Context: an optimization exercise on an open-source flow, tuned for small area and a short achievable clock period. The choices shown serve that exercise and are no tape-out recipe.
Only simulation tests tie the RTL to the original design; equivalence was not proved.
Power is estimated from default activity; no workload was simulated.

$ cat flow/flow/run.sh
#!/bin/bash
# Layout: the standard flow (standard.sh, all steps), except that the port buffers
# that buffer_ports adds during placement are a plain buffer (sky130_fd_sc_hd__buf_2)
# rather than the delay-cell buffer it picks by itself. make's and every ORFS step's
# full output is in standard.log here and in orfs/logs/.
set -euo pipefail
export BUFFER_PORTS_ARGS="-buffer_cell sky130_fd_sc_hd__buf_2"
bash standard.sh finish > standard.log 2>&1
$ cat flow/standard.sh
#!/bin/bash
# synth_recipe.tcl (not shown) runs the flow's synth.tcl, then flattens the netlist and writes it again
# the make line also repeats each setting of config.mk as NAME=value (left out here)
make -C /OpenROAD-flow-scripts/flow DESIGN_CONFIG=/design/flow/config.mk WORK_HOME=/design/flow/orfs CLKGATE_MAP_FILE= SYNTH_SCRIPT=/design/flow/synth_recipe.tcl "${@:-finish}"
$ cat flow/config.mk
export PLATFORM = sky130hd
export DESIGN_NAME = regfile_mp_sb
export DESIGN_NICKNAME = regfile_mp_sb
export VERILOG_FILES = /design/flow/design.v
export SDC_FILE = /design/flow/constraint.sdc
export NUM_CORES = 4
export LEC_CHECK = 0
export CAP_MARGIN = 20
export CORE_MARGIN = 2
export CORE_UTILIZATION = 50
export CTS_BUF_LIST = sky130_fd_sc_hd__clkbuf_16
export CTS_CLUSTER_DIAMETER = 80
export CTS_CLUSTER_SIZE = 24
export PLACE_DENSITY = 0.65
export SETUP_SLACK_MARGIN = 1.3
export SLEW_MARGIN = 20
export SYNTH_HIERARCHICAL = 1
$ cat flow/constraint.sdc
create_clock -name core_clock -period 6.5 [get_ports {clk}]
set_input_delay 1.3000 -clock core_clock [delete_from_list [all_inputs] [get_ports {clk}]]
set_output_delay 1.3000 -clock core_clock [all_outputs]
set_load 0.01 [all_outputs]
$ cat flow/design.v
package regfile_mp_sb_pkg;
  localparam int RF_DATA_W   = 32;
  localparam int RF_ADDR_W   = 5;
  localparam int RF_NUM_RD   = 2;
  localparam int RF_ZERO_IDX = 0;
  typedef logic [RF_ADDR_W-1:0] rf_addr_t;
  typedef logic [RF_DATA_W-1:0] rf_data_t;
  typedef struct packed {
    rf_addr_t rs;
    rf_addr_t rt;
  } rf_rd_req_t;
  typedef struct packed {
    rf_data_t rs_val;
    rf_data_t rt_val;
  } rf_rd_rsp_t;
endpackage
module regfile_rd_port #(
  parameter int DATA_W = regfile_mp_sb_pkg::RF_DATA_W,
  parameter int DEPTH  = 32
) (
  input  logic [4:0]                   raddr,
  input  logic [DEPTH-1:1][DATA_W-1:0] regs_n,   
  input  logic [DEPTH-1:1]             valid,
  input  logic [DEPTH-1:1]             busy,
  input  logic [4:0]                   waddr,
  input  logic                         wren,
  input  logic [DATA_W-1:0]            wdata,
  input  logic [DATA_W-1:0]            wdata_n,   
  output logic [DATA_W-1:0]            rdata,
  output logic                         rbusy
);
  logic [3:0] lo;
  logic [7:0] hi;
  for (genvar j = 0; j < 4; j++) begin : g_lo
    rf_g_dec2 #(.V(j)) u_lo (.a(raddr[1:0]), .y(lo[j]));
  end
  logic [3:0] lob;
  for (genvar j = 0; j < 4; j++) begin : g_lob
    rf_g_dec2 #(.V(j)) u_lob (.a(raddr[1:0]), .y(lob[j]));
  end
  for (genvar m = 0; m < 8; m++) begin : g_hi
    rf_g_dec3 #(.V(m)) u_hi (.a(raddr[4:2]), .y(hi[m]));
  end
  logic [4:0] eq;
  logic       hit_n0, hit_n1, byp, nbyp, a_nz;
  for (genvar j = 0; j < 5; j++) begin : g_eq
    rf_g_xnor2 u_eq (.a(raddr[j]), .b(waddr[j]), .y(eq[j]));
  end
  rf_g_nand3 u_hn0 (.a(eq[0]), .b(eq[1]), .c(eq[2]), .y(hit_n0));
  rf_g_nand3 u_hn1 (.a(eq[3]), .b(eq[4]), .c(wren),  .y(hit_n1));
  rf_g_nor2  u_byp (.a(hit_n0), .b(hit_n1), .y(byp));
  rf_g_or2   u_nbp (.a(hit_n0), .b(hit_n1), .y(nbyp));
  rf_g_or5   u_nz  (.a(raddr), .y(a_nz));
  logic [DEPTH-1:1] nsel;
  for (genvar i = 1; i < DEPTH; i++) begin : g_sel
    rf_g_nand3 u_sel (.a(lo[i%4]), .b(hi[i/4]), .c(valid[i]), .y(nsel[i]));
  end
  for (genvar b = 0; b < DATA_W; b++) begin : g_bit
    logic [15:0] t;
    logic        c;
    for (genvar g = 0; g < 15; g++) begin : g_oai
      rf_g_oai22 u_oai (.a0(nsel[2*g+1]), .a1(regs_n[2*g+1][b]), .b0(nsel[2*g+2]), .b1(regs_n[2*g+2][b]), .y(t[g]));
    end
    rf_g_oai22 u_last (.a0(nsel[31]), .a1(regs_n[31][b]), .b0(nbyp), .b1(wdata_n[b]), .y(t[15]));
    rf_g_aoi21 u_c (.a0(wdata[b]), .a1(a_nz), .b(nbyp), .y(c));
    rf_g_or16c u_o (.a(t), .c(c), .y(rdata[b]));
  end
  logic [7:0] gb;
  logic [3:0] x;
  for (genvar m = 0; m < 8; m++) begin : g_bg
    logic [1:0] p;
    rf_g_aoi22 u_p0 (.a0(lob[0]), .a1(m == 0 ? 1'b0 : busy[4*m+0]), .b0(lob[1]), .b1(busy[4*m+1]), .y(p[0]));
    rf_g_aoi22 u_p1 (.a0(lob[2]), .a1(busy[4*m+2]),                 .b0(lob[3]), .b1(busy[4*m+3]), .y(p[1]));
    rf_g_nand2 u_g  (.a(p[0]), .b(p[1]), .y(gb[m]));
  end
  for (genvar q = 0; q < 4; q++) begin : g_bx
    rf_g_aoi22 u_x (.a0(hi[2*q]), .a1(gb[2*q]), .b0(hi[2*q+1]), .b1(gb[2*q+1]), .y(x[q]));
  end
  rf_g_aoi41 u_rb (.a(x[0]), .b(x[1]), .c(x[2]), .d(x[3]), .e(byp), .y(rbusy));
endmodule
module rf_g_ao22 (input logic a0, a1, b0, b1, output logic y);
  assign y = (a0 & a1) | (b0 & b1);
endmodule
module rf_g_aoi22 (input logic a0, a1, b0, b1, output logic y);
  assign y = ~((a0 & a1) | (b0 & b1));
endmodule
module rf_g_aoi41 (input logic a, b, c, d, e, output logic y);
  assign y = ~((a & b & c & d) | e);
endmodule
module rf_g_nand4 (input logic a, b, c, d, output logic y);
  assign y = ~(a & b & c & d);
endmodule
module rf_g_nand3 (input logic a, b, c, output logic y);
  assign y = ~(a & b & c);
endmodule
module rf_g_nand2 (input logic a, b, output logic y);
  assign y = ~(a & b);
endmodule
module rf_g_oai22 (input logic a0, a1, b0, b1, output logic y);
  assign y = ~((a0 | a1) & (b0 | b1));
endmodule
module rf_g_or16c (input logic [15:0] a, input logic c, output logic y);
  logic [3:0] u;
  assign u[0] = ~|a[3:0];
  assign u[1] = ~|a[7:4];
  assign u[2] = ~|a[11:8];
  assign u[3] = ~|a[15:12];
  assign y    = ~((&u) | c);
endmodule
module rf_g_or2 (input logic a, b, output logic y);
  assign y = a | b;
endmodule
module rf_g_or5 (input logic [4:0] a, output logic y);
  assign y = |a;
endmodule
module rf_g_aoi21 (input logic a0, a1, b, output logic y);
  assign y = ~((a0 & a1) | b);
endmodule
module rf_g_nor2 (input logic a, b, output logic y);
  assign y = ~(a | b);
endmodule
module rf_g_and2 (input logic a, b, output logic y);
  assign y = a & b;
endmodule
module rf_g_xnor2 (input logic a, b, output logic y);
  assign y = ~(a ^ b);
endmodule
module rf_g_dec2 #(parameter int V = 0) (input logic [1:0] a, output logic y);
  assign y = (a == 2'(V));
endmodule
module rf_g_dec3 #(parameter int V = 0) (input logic [2:0] a, output logic y);
  assign y = (a == 3'(V));
endmodule
module rf_g_dec3e #(parameter int V = 0) (input logic [2:0] a, input logic e, output logic y);
  assign y = e && (a == 3'(V));
endmodule
module regfile_mp_sb #(
  parameter int DATA_W   = regfile_mp_sb_pkg::RF_DATA_W,
  parameter int ADDR_W   = regfile_mp_sb_pkg::RF_ADDR_W,
  parameter int NUM_RD   = regfile_mp_sb_pkg::RF_NUM_RD
) (
  input  logic                     clk,
  input  logic                     rst_n,
  input  logic [NUM_RD*ADDR_W-1:0] raddr,
  output logic [NUM_RD*DATA_W-1:0] rdata,
  output logic [NUM_RD-1:0]        rbusy,
  input  logic                     wren,
  input  logic [ADDR_W-1:0]        waddr,
  input  logic [DATA_W-1:0]        wdata,
  input  logic                     alloc_en,
  input  logic [ADDR_W-1:0]        alloc_addr,
  input  logic                     flush,
  output logic [ADDR_W:0]          busy_cnt
);
  localparam int DEPTH = 2**ADDR_W;
  logic [DEPTH-1:1][DATA_W-1:0] regs_n;    
  logic [DATA_W-1:0] wdata_n;
  logic [DEPTH-1:1] valid;
  logic [DEPTH-1:1] busy;
  logic [DEPTH-1:1] busy_nxt;
  logic [DEPTH-1:1] busy_ret;
  logic [DEPTH-1:1] wdec;
  logic [DEPTH-1:1] nwdec;
  logic [DEPTH-1:1] adec;
  logic [3:0]       wlo;
  logic [7:0]       whi;
  logic [ADDR_W:0]  busy_cnt_q;
  logic [ADDR_W:0]  cnt_nxt;
  logic [ADDR_W:0]  cnt_up;
  logic [ADDR_W:0]  cnt_dn;
  logic             cnt_inc;
  logic             cnt_dec;
  logic             alloc_any;
  for (genvar j = 0; j < 4; j++) begin : g_wlo
    rf_g_dec2 #(.V(j)) u_wlo (.a(waddr[1:0]), .y(wlo[j]));
  end
  for (genvar m = 0; m < 8; m++) begin : g_whi
    rf_g_dec3e #(.V(m)) u_whi (.a(waddr[4:2]), .e(wren), .y(whi[m]));
  end
  for (genvar i = 1; i < DEPTH; i++) begin : g_wdec
    rf_g_and2  u_wd  (.a(wlo[i%4]), .b(whi[i/4]), .y(wdec[i]));
    rf_g_nand2 u_nwd (.a(wlo[i%4]), .b(whi[i/4]), .y(nwdec[i]));
  end
  always_comb begin
    for (int i = 1; i < DEPTH; i++)
      adec[i] = alloc_en && (alloc_addr == ADDR_W'(i));
  end
  assign wdata_n = ~wdata;
  logic [DEPTH-1:1][DATA_W-1:0] regs_d;
  for (genvar i = 1; i < DEPTH; i++) begin : g_wr
    for (genvar b = 0; b < DATA_W; b++) begin : g_b
      rf_g_ao22 u_h (.a0(wdec[i]), .a1(wdata_n[b]), .b0(nwdec[i]), .b1(regs_n[i][b]), .y(regs_d[i][b]));
    end
  end
  always_ff @(posedge clk) begin
    regs_n <= regs_d;
  end
  always_ff @(posedge clk or negedge rst_n) begin
    if (!rst_n) valid <= '0;
    else        valid <= valid | wdec;
  end
  assign busy_ret  = busy & nwdec;
  assign busy_nxt  = (flush ? '0 : busy_ret) | adec;
  assign cnt_dec   = |(busy & wdec);
  assign cnt_inc   = |(adec & ~busy_ret);
  assign alloc_any = |adec;
  assign cnt_up    = busy_cnt_q + 1'b1;
  assign cnt_dn    = busy_cnt_q - 1'b1;
  always_comb begin
    if (flush)
      cnt_nxt = {{ADDR_W{1'b0}}, alloc_any};
    else if (cnt_inc && !cnt_dec)
      cnt_nxt = cnt_up;
    else if (cnt_dec && !cnt_inc)
      cnt_nxt = cnt_dn;
    else
      cnt_nxt = busy_cnt_q;
  end
  always_ff @(posedge clk or negedge rst_n) begin
    if (!rst_n) begin
      busy       <= '0;
      busy_cnt_q <= '0;
    end else begin
      busy       <= busy_nxt;
      busy_cnt_q <= cnt_nxt;
    end
  end
  assign busy_cnt = busy_cnt_q;
  for (genvar k = 0; k < NUM_RD; k++) begin : g_rd
    regfile_rd_port #(
      .DATA_W(DATA_W),
      .DEPTH (DEPTH)
    ) u_rd (
      .raddr(raddr[k*ADDR_W +: ADDR_W]),
      .regs_n(regs_n),
      .valid(valid),
      .busy (busy),
      .waddr(waddr),
      .wren (wren),
      .wdata(wdata),
      .wdata_n(wdata_n),
      .rdata(rdata[k*DATA_W +: DATA_W]),
      .rbusy(rbusy[k])
    );
  end
endmodule
==> reports/results.ini, run 1 <==
[placement]
preCtsSetupSlack_ns = 0.888
io_buffers = 128
gp_congestion = 1.04
hpwlAfterDp_mm = 134

[synthesis]
synth.distinct_cells = 67
syn_inst = 3970
synth_area_sq_mm = 0.0428
avgSynthCellArea_sq_um = 10.8
synth_nets = 4032
async_flop_share_pct = 6.42
synthFlopType = dfxtp_1
ys_seq_area_share_pct = 50.4
synth_seq_cells = 1060
ys_warn_count = 7
synth_edf_count = 0

[clocking]
cts_sinks = 1060
htree_levels = 2
tritoncts = yes
clock_latency_ns = 0.69
cts_made_buffers = 53
root_buffer = clkbuf_16
cts-hold-fix-buffers = 0
clkTransAtPathRegs_ns = 0.09
cts_buffer_depth = 3

[cells_and_area]
finish.utilization_pct = 58.7
nets = 4499
nFillCells = 7206
syn2layout_area_growth_pct = 16.7
drive_above_1_share_pct = 19.0
final_common_cell = o22ai_1
layout_common_cells = o22ai_1, a22o_1, dfxtp_1, buf_4, nor4_1

[setup_path]
critical_path_required_ns = 5.20
critPathLaunch = raddr[4]
path_max_fanout = 14
timing.rr.start = busy[2]$_DFF_PN0_
start_kind = input port
crit_type = in2out
cp.arrival_ns = 4.08
end_kind = output pin

[sta]
finalSetupTns_ns = 0
hold_slack_ns = 0.503
finClkSkew_ns = 0.0211
finalCritPeriodShare_pct = 82.7
fin_ws_ns = 1.12
finalHoldViolations = 0
setup_viol = 0
fin_crit_ns = 5.38
fmax_ghz = 0.186
worstMarginPinSlew_ns = 1.17
rsz0062_at_grt = true
timing.final.max_slew_violations = 0
relSlewSlack_pct = 22.2

[floorplan]
die_width_um = 296
pin_count = 129
coreArea_sq_mm = 0.0850
rows = 107
die_y_um = 296
die_area_sq_mm = 0.0879
start_util_pct = 50.3

[global_routing]
grt_usage_pct = 49.5
grt_pass1_vias = 42592
overflow = 0
grt_max_degree = 69
grt_pass1_wl_mm = 313
antenna_found_initial = 20

[route]
drc_errors = 0
vias = 46805
routed_wl_mm = 227
drt_first_pass_iters = 14
wire_per_inst_um = 40.4
routed_via_density = 8.34
drt_iter0_markers = 8403
ant_nets = 0

[power]
p_per_area_mw_per_mm2 = 308
ir_worst_vdd_uv = 251
p_leak_nw = 20.0

[status]
status = finished clean

[flow_run]
cap_viol_max_count = 0

[worst_hold_path]
min-delay-start = regs_n[570]$_DFF_P_
min_path_type = reg2reg

==> cell families after synthesis <==
group / after synthesis / share of synthesized area, %
other: 2 / 0.0176
AO/OA/AOI/OAI: 2272 / 40.6
XOR/XNOR: 13 / 0.266
flip-flops: 1060 / 50.4
buffers and inverters: 53 / 0.524
multiplexers: 2 / 0.0497
AND/OR/NAND/NOR: 563 / 7.99
adder cells (fa/ha/maj): 5 / 0.164
==> worst max-delay path: stages <==
cell	delay, ns
buf_2	0.28
and3b_2	0.37
nand3_2	0.30
buf_4	0.34
o22ai_1	0.12
nor4_1	0.86
a41oi_1	0.27
buf_2	0.21
==> power breakdown <==
group	leakage, nW	total, mW	switching, mW	internal [mW]
clock network	0.770	3.85	2.31	1.55
logic	10.1	2.64	1.33	1.31
registers	9.12	8.89	1.12	7.77
total	20.0	15.4	4.76	10.6
==> routing by layer <==
layer | wire [um] | GRT usage [%]
met1 | 78400 | 61.2
met2 | 85200 | 65.7
met3 | 41100 | 25.1
met4 | 21300 | 35.0
met5 | 537 | 1.94
==> sequential cells by signal, indices dropped and copies added (netlist names) <==
name and flops:
busy_cnt_q 6, busy 31, valid 31, regs_n 992
==> cell type report <==
type	instances	area, sq um	share of cell area [%]
inverter	40	153	0.306
antenna	12	30.0	0.0602
clock buffer	53	1330	2.66
timing repair buffer	423	3150	6.31
multi-input combinational	2859	22100	44.2
clock inverter	23	184	0.369
sequential	1060	21600	43.2
tap	1144	1430	2.87
==> timing repair <==
item / 4_1_cts / 5_1_grt
gates resized for setup: 54 / 50
buffers inserted: 10 / 13
gates cloned: 2 / 0
pin swaps: 2 / 5
setup endpoints to repair: 57 / 54
==> synthesized netlist by cell type (all sizes together), types with 5 or more instances <==
cell type	n	share of area [%]
a22o	996	20
dfxtp	992	46
dfrtp	68	4.0
inv	40	0.36
nor2	14	0.12
a21oi	79	1.5
and3b	6	0.12
a22oi	47	1.3
a41oi	67	1.4
and2	36	0.53
nand3	79	0.92
buf	9	0.13
nor3b	6	0.18
a221oi	8	0.16
or2	34	0.50
o22ai	1055	15
o21ai	6	0.097
nor3	6	0.12
nor4	257	3.8
and4b	5	0.12
nor2b	12	0.35
xnor2	13	0.27
nand2	83	0.73
==> per-stage QoR <==
stage / cell area [sq um] / total power, mW / instances
6_report: 49900 / 15.4 / 5614
5_1_grt: 49900 / 15.8 / 5605
4_1_cts: 49400 / 15.1 / 5588
3_5_place_dp: 47400 / 11.4 / 5500
3_3_place_gp: 47400 / 11.3 / 5500
2_1_floorplan: 42800 / 10.3 / 3970
==> Yosys stat by module (local to each module, per instance), excerpt <==
module,flip-flops and latches,cells,times used
rf_g_and2,0,1,31
rf_g_aoi21,0,1,64
rf_g_nand2,0,1,47
rf_g_xnor2,0,1,10
rf_g_or2,0,1,2
rf_g_nor2,0,1,2
rf_g_aoi22,0,1,40
rf_g_ao22,0,1,992
rf_g_or16c,0,5,64
==> path summary, 6_finish.rpt <==
path / slack, ns / end / depth (start not counted)
setup reg to reg: 2.55 / busy_cnt_q[5]$_DFFE_PN0P_ / 12
min in group asynchronous: 0.81 / valid[7]$_DFF_PN0_ / 2
setup / recovery: 1.12 / rdata[5] / 8
hold reg to reg: 0.50 / regs_n[570]$_DFF_P_ / 1
max in group asynchronous: 5.08 / valid[24]$_DFF_PN0_ / 2
hold / removal: 0.50 / regs_n[570]$_DFF_P_ / 1
==> inputs of run 2 (changes only) <==
--- a/flow/config.mk
+++ b/flow/config.mk
@@ -13,5 +13,5 @@
 export CTS_CLUSTER_SIZE = 24
 export PLACE_DENSITY = 0.65
-export SETUP_SLACK_MARGIN = 1.3
+export SETUP_SLACK_MARGIN = 1.8
 export SLEW_MARGIN = 20
 export SYNTH_HIERARCHICAL = 1
==> reports/results.ini, run 2 <==
[status]
status = finished clean

[power]
p_comb_share_pct = 18.1
report.power.total_mw = 15.6
p_int_mw = 10.8
netSwitchingPower_mw = 4.80
p_per_area_mw_per_mm2 = 297
pwr-share-seq_pct = 56.9
clkPwrFrac_pct = 25.0
ir_worst_vdd_uv = 246
p_leak_nw = 21.1
sw_frac_of_total_pct = 30.8

[setup_path]
cp_cell_sequence = buf_4, and3b_2, nand3_4, buf_12, o22ai_1, nor4_4, a41oi_4, buf_2
worstReg2RegEnd = busy_cnt_q[5]$_DFFE_PN0P_
cp.arrival_ns = 3.60
end_kind = output pin
start_kind = input port
crit_type = in2out
rr_worst_depth = 12
rrSetupSlack_ns = 2.89
critical_path_required_ns = 5.20
cp_num_buf_inv = 3
slowest_delay_ns = 0.51
path_max_fanout = 16
timing.rr.start = busy[1]$_DFF_PN0_
slowest_stage = nor4_4
path_delay_family = simple AND/OR/NAND/NOR gates

[global_routing]
grt_max_degree = 69
antenna_found_initial = 23
grt_pass1_vias = 44153
grt_pass1_wl_mm = 323
grt_usage_pct = 51.1
overflow = 0

[cells_and_area]
nets = 4589
fin_area_sq_mm = 0.0524
finish.utilization_pct = 61.7
seq_area_sq_mm = 0.0216
multi_input_area_sq_mm = 0.0233
syn2layout_area_growth_pct = 22.6
drive_above_1_share_pct = 23.4
layout_common_cells = o22ai_1, a22o_1, dfxtp_1, buf_4, nor4_1
final_cells = 5706
regMostFlops = regs_n
largest_registers = regs_n (992), busy (31), valid (31)
nFillCells = 6858
final_common_cell = o22ai_1
largest_reg_flops = 992

[synthesis]
synth_top_area_share_pct = 46.4
synthFlopType = dfxtp_1
synth_seq_cells = 1060
synth_area_sq_mm = 0.0428
ys_warn_count = 7
synthTopCellsByArea = dfxtp_1, a22o_1, o22ai_1
avgSynthCellArea_sq_um = 10.8
yosysMostFrequentCell = o22ai_1
syn_inst = 3970
synth_common_cells = o22ai_1, a22o_1, dfxtp_1
async_flop_share_pct = 6.42
synth.distinct_cells = 67
synth_nets = 4032
synth_edf_count = 0
ys_seq_area_share_pct = 50.4
synth_top_cell_by_area = dfxtp_1

[floorplan]
coreArea_sq_mm = 0.0850
start_util_pct = 50.3
pin_count = 129
die_y_um = 296
die_width_um = 296
die_area_sq_mm = 0.0879
rows = 107

[route]
drt_iter0_markers = 8994
vias = 47724
drc_errors = 0
wire_per_inst_um = 41.0
routed_via_density = 8.36
routed_wl_mm = 234
ant_nets = 0
drt_first_pass_iters = 12

[sta]
finClkSkew_ns = 0.0159
finalHoldViolations = 0
relSlewSlack_pct = 24.4
finalSetupTns_ns = 0
worstMarginPinSlew_ns = 1.13
fmax_ghz = 0.204
timing.final.max_slew_violations = 0
fin_crit_ns = 4.90
fin_ws_ns = 1.60
hold_slack_ns = 0.504
setup_viol = 0
finalCritPeriodShare_pct = 75.3
rsz0062_at_grt = true

[clocking]
cts_made_buffers = 53
htree_levels = 2
root_buffer = clkbuf_16
cts-hold-fix-buffers = 0
clock_latency_ns = 0.67
tritoncts = yes
cts_sinks = 1060
cts_buffer_depth = 3
clkTransAtPathRegs_ns = 0.09

[placement]
preCtsSetupSlack_ns = 0.862
gp_congestion = 0.975
io_buffers = 128
place_area_sq_mm = 0.0472
hpwlAfterDp_mm = 128
placedCellCount = 5476

[worst_hold_path]
min_path_type = reg2reg
holdPathStages = 1
min-delay-start = regs_n[680]$_DFF_P_
min_to = regs_n[680]$_DFF_P_

[flow_run]
cap_viol_max_count = 0

[run 2: cell counts after synthesis]
No cell type changed its count.
[run 2: cell type report]
| cell class | count | share of cell area [%] |
|---|---|---|
| Antenna cell | 15 | 0.0716 |
| Clock buffer | 55 | 2.63 |
| Clock inverter | 20 | 0.325 |
| Inverter | 40 | 0.306 |
| Multi-Input combinational cell | 2863 | 44.5 |
| Sequential cell | 1060 | 41.1 |
| Tap cell | 1144 | 2.73 |
| Timing Repair Buffer | 509 | 8.30 |
[run 2: Yosys stat by module (local to each module, per instance), a selection]
module | cell area [sq um] | flops+latches
regfile_mp_sb | 23100 | 1060
rf_g_xnor2 | 8.76 | 0
rf_g_or16c | 33.8 | 0
rf_g_or5 | 12.5 | 0
rf_g_nor2 | 3.75 | 0
rf_g_oai22 | 6.26 | 0
rf_g_ao22 | 8.76 | 0
rf_g_aoi22 | 12.5 | 0
rf_g_aoi21 | 8.76 | 0
[run 2: power by group through the flow]
stage          Combinational (mW)  Sequential, mW  Clock (mW)
6_report                     2.82            8.87        3.90
5_1_grt                      2.92            9.00        4.07
4_1_cts                      2.61            8.79        3.85
3_5_place_dp                 2.45            8.89           0
3_3_place_gp                 2.39            8.88           0
2_1_floorplan                1.64            8.63           0
[run 2: cells by family (layout without fill, tap and decap cells)]
family,after synthesis,in the layout,share of synthesized area (%)
adder cells (fa/ha/maj),5,5,0.164
flip-flops,1060,1060,50.4
other,2,17,0.0176
multiplexers,2,2,0.0497
AND/OR/NAND/NOR,563,569,7.99
XOR/XNOR,13,13,0.266
buffers and inverters,53,624,0.524
AO/OA/AOI/OAI,2272,2272,40.6
[run 2: worst max path at each step]
stage          cells after the start  slack [ns]                        end      from
3_5_place_dp                       9        0.86                  rdata[60]  raddr[5]
5_1_grt                            9        1.70                  rdata[18]  raddr[4]
4_1_cts                            9        1.73                  rdata[60]  raddr[7]
3_3_place_gp                       9        0.80                  rdata[60]  raddr[5]
2_1_floorplan                     13        1.56  busy_cnt_q[5]$_DFFE_PN0P_  waddr[2]
6_report                           8        1.60                   rdata[2]  raddr[2]
[run 2: repair_timing]
item	CTS	global route
pin swaps	32	40
buffers inserted	89	42
endpoints found under the setup margin	65	65
gates cloned	6	3
hold endpoints to repair	0	0
resized for setup	244	134
[run 2: routing by layer]
metal,share of wire (%),GRT usage [%],up-vias
li1,-,-,18395
met1,34,61.4,22633
met2,38,67.2,5100
met3,18,27.2,1578
met4,10,40.4,18
met5,0.098,1.83,-
[run 2: worst register-to-register path, stage by stage, from the launching register on]
cell	delay, ns
dfrtp_1	0.53
nand2_1	0.16
a221oi_1	0.39
nor4_1	0.12
a2111o_1	0.45
o21ai_4	0.33
ha_1	0.29
a21o_1	0.17
a21oi_1	0.22
o21bai_1	0.09
a21oi_1	0.18
mux2i_1	0.22
mux2_1	0.33
==> inputs of run 3 (changes only) <==
--- a/flow/config.mk
+++ b/flow/config.mk
@@ -12,4 +12,5 @@
 export CTS_CLUSTER_DIAMETER = 80
 export CTS_CLUSTER_SIZE = 24
+export GPL_ROUTABILITY_DRIVEN = 0
 export PLACE_DENSITY = 0.65
 export SETUP_SLACK_MARGIN = 1.8
==> reports/results.ini, run 3 <==
[status]
status = finished clean

[sta]
timing.final.max_slew_violations = 0
setup_viol = 0
finalHoldViolations = 0
relSlewSlack_pct = 24.0
worstMarginPinSlew_ns = 1.14
hold_slack_ns = 0.504
finClkSkew_ns = 0.00415
rsz0062_at_grt = true
fin_crit_ns = 4.89
finalCritPeriodShare_pct = 75.3
finalSetupTns_ns = 0
fmax_ghz = 0.204

[synthesis]
synth.distinct_cells = 67
avgSynthCellArea_sq_um = 10.8
syn_inst = 3970
synth_seq_cells = 1060
synth_edf_count = 0
synthFlopType = dfxtp_1
synth_top_cell_by_area = dfxtp_1
ys_warn_count = 7
synth_nets = 4032
async_flop_share_pct = 6.42
synthTopCellsByArea = dfxtp_1, a22o_1, o22ai_1
synth_common_cells = o22ai_1, a22o_1, dfxtp_1
yosysMostFrequentCell = o22ai_1
synth_area_sq_mm = 0.0428
ys_seq_area_share_pct = 50.4
synth_top_area_share_pct = 46.4

[route]
routed_wl_mm = 228
ant_nets = 0
drt_first_pass_iters = 11
drc_errors = 0
drt_iter0_markers = 8592
wire_per_inst_um = 40.5
routed_via_density = 8.35
vias = 46990

[setup_path]
crit_type = in2out
start_kind = input port
critPathLaunch = raddr[2]
path_max_fanout = 32
crit_end = rdata[2]
critical_path_required_ns = 5.20
worstReg2RegEnd = busy_cnt_q[5]$_DFFE_PN0P_
rr_worst_depth = 12
timing.rr.start = busy[30]$_DFF_PN0_
slowest_stage = buf_6
rrSetupSlack_ns = 2.91
cp_cell_sequence = buf_4, nor3b_4, buf_4, nand3_2, buf_6, o22ai_1, nor4_2, a41oi_2, buf_2
crit_top_cell = buf_4
slowest_delay_ns = 0.50
cp.arrival_ns = 3.59
end_kind = output pin

[cells_and_area]
final_common_cell = o22ai_1
regMostFlops = regs_n
multi_input_area_sq_mm = 0.0231
layout_common_cells = o22ai_1, a22o_1, dfxtp_1, buf_4, nor4_1
largest_registers = regs_n (992), busy (31), valid (31)
nets = 4526
seq_area_sq_mm = 0.0216
syn2layout_area_growth_pct = 20.9
largest_reg_flops = 992
nFillCells = 6924
drive_above_1_share_pct = 21.9

[global_routing]
grt_max_degree = 69
grt_pass1_vias = 43516
grt_usage_pct = 49.4
grt.met3_usage_pct = 25.0
grt_pass1_wl_mm = 314
antenna_found_initial = 12
busiest_layer = met2
overflow = 0
grt_util_met2_pct = 66.6
use_met1_pct = 59.9

[clocking]
root_buffer = clkbuf_16
cts-hold-fix-buffers = 0
cts_sinks = 1060
clock_latency_ns = 0.67
cts_made_buffers = 52
htree_levels = 2
cts_buffer_depth = 3
clkTransAtPathRegs_ns = 0.09
tritoncts = yes

[power]
ir_worst_vdd_uv = 298
p_leak_nw = 20.8
p_per_area_mw_per_mm2 = 298
report.power.total_mw = 15.4

[placement]
io_buffers = 128
hpwlAfterDp_mm = 125

[floorplan]
coreArea_sq_mm = 0.0850
start_util_pct = 50.3
die_area_sq_mm = 0.0879
die_width_um = 296
die_y_um = 296
rows = 107
pin_count = 129

[worst_hold_path]
min_path_type = reg2reg
holdPathStages = 1

[flow_run]
cap_viol_max_count = 0

[run 3: cell counts after synthesis]
No cell type changed its count.
[run 3: worst max-delay path: cells and delay by family]
kind | cells | cell delay [ns]
AOI/OAI and AO/OA | 2 | 0.49
buffers and inverters | 4 | 1.05
and+or+nand+nor | 3 | 0.70
[run 3: layer usage]
| layer | routed length, um | vias up |
|---|---|---|
| met5 | 537 | - |
| met1 | 78000 | 22260 |
| met3 | 40500 | 1518 |
| li1 | - | 18274 |
| met2 | 86000 | 4910 |
| met4 | 22900 | 28 |
[run 3: repair_timing]
action	4_1_cts	5_1_grt
buffers inserted	57	26
resized for setup	236	112
cloned	2	7
pin swaps	24	23
endpoints found under the setup margin	65	61
hold endpoints to repair	0	0
[run 3: worst min-delay path by stage]
| stage | slack, ns | to | start |
|---|---|---|---|
| 6_report | 0.50 | regs_n[612]$_DFF_P_ | regs_n[612]$_DFF_P_ |
| 5_1_grt | 0.52 | regs_n[650]$_DFF_P_ | regs_n[650]$_DFF_P_ |
| 4_1_cts | 0.50 | regs_n[132]$_DFF_P_ | regs_n[132]$_DFF_P_ |
| 3_5_place_dp | 0.48 | regs_n[195]$_DFF_P_ | regs_n[195]$_DFF_P_ |
| 3_3_place_gp | 0.47 | regs_n[258]$_DFF_P_ | regs_n[258]$_DFF_P_ |
| 2_1_floorplan | 0.46 | valid[10]$_DFF_PN0_ | valid[10]$_DFF_PN0_ |
[run 3: final cells by class]
type / count / share of cell area, %
multi-input combinational: 2859 / 44.7
inverter: 40 / 0.295
antenna: 6 / 0.0290
clock inverter: 16 / 0.254
clock buffer: 53 / 2.56
timing repair buffer: 451 / 7.71
sequential: 1060 / 41.7
tap: 1144 / 2.77
[run 3: kinds of logic after synthesis]
family,synth area share [%]
AO/OA/AOI/OAI,40.6
XOR/XNOR,0.266
adder cells (fa/ha/maj),0.164
buffers and inverters,0.524
flip-flops,50.4
multiplexers,0.0497
other,0.0176
AND/OR/NAND/NOR,7.99
[run 3: through the flow]
stage          setup slack, ns  instances  cell area, sq um  util, %
2_1_floorplan             1.56       3970             42800        -
3_3_place_gp             0.962       5462             47200     55.5
3_5_place_dp             0.993       5462             47200     55.5
4_1_cts                   1.80       5590             50700     59.6
5_1_grt                   1.72       5625             51700     60.8
6_report                  1.61       5629             51700     60.8
[run 3: report_power, final]
| part | leakage [nW] | internal, mW | switching [mW] |
|---|---|---|---|
| Clock | 0.740 | 1.53 | 2.26 |
| Sequential | 9.12 | 7.77 | 1.08 |
| Combinational | 11.0 | 1.39 | 1.36 |
| Total | 20.8 | 10.7 | 4.70 |
[run 3: Yosys stat by module, one instance, submodules excluded, a selection]
module         cell area, sq um  flops+latches  cells  copies in the design
rf_g_aoi21                 8.76              0      1                    64
rf_g_or16c                 33.8              0      5                    64
rf_g_xnor2                 8.76              0      1                    10
rf_g_or5                   12.5              0      3                     2
rf_g_aoi41                 16.3              0      1                     2
rf_g_or2                   6.26              0      1                     2
regfile_mp_sb             23100           1060   1318                     1
rf_g_and2                  6.26              0      1                    31
rf_g_nand2                 3.75              0      1                    47
rf_g_nor2                  3.75              0      1                     2
rf_g_nand3                 5.00              0      1                    66
rf_g_aoi22                 12.5              0      1                    40
rf_g_oai22                 6.26              0      1                  1024
rf_g_ao22                  8.76              0      1                   992

-- re-timing with driven ports --
How much do the figures lean on ideal ports? The routed layouts below were timed once more, with nothing changed but the port constraints.
Step 1 sets driving cells, clkbuf_16 on the clock port and buf_2 on the other inputs (assumed; they add their load-dependent delay and slew).
Step 2 adds t to the input delays and takes it off the output delays; t is the mean of the earliest and latest rising clock arrival at the registers after step 1. Input paths then give back, and output paths get back, about the clock's delay inside the block.
a / b / c = ideal ports / drivers / drivers and shift; a / b = the first two.
| run | t (ns) | slack for setup (ns) | hold WS [ns] | worst register clock-pin slew, ns | worst slew at a driven data input, ns |
|---|---|---|---|---|---|
| run 1 | 0.768 | 1.123 / 1.090 / 0.897 | 0.503 / 0.503 / 0.503 | 0.11 / 0.11 | 0.11 |
| run 2 | 0.754 | 1.603 / 1.570 / 1.253 | 0.504 / 0.504 / 0.504 | 0.11 / 0.11 | 0.20 |
| run 3 | 0.744 | 1.607 / 1.578 / 1.215 | 0.504 / 0.504 / 0.504 | 0.11 / 0.11 | 0.07 |
After both steps setup and hold are still met in every run listed. For run 3, which loses most, drivers alone change the setup slack by -0.029 ns; drivers and shift together by -0.392 ns.
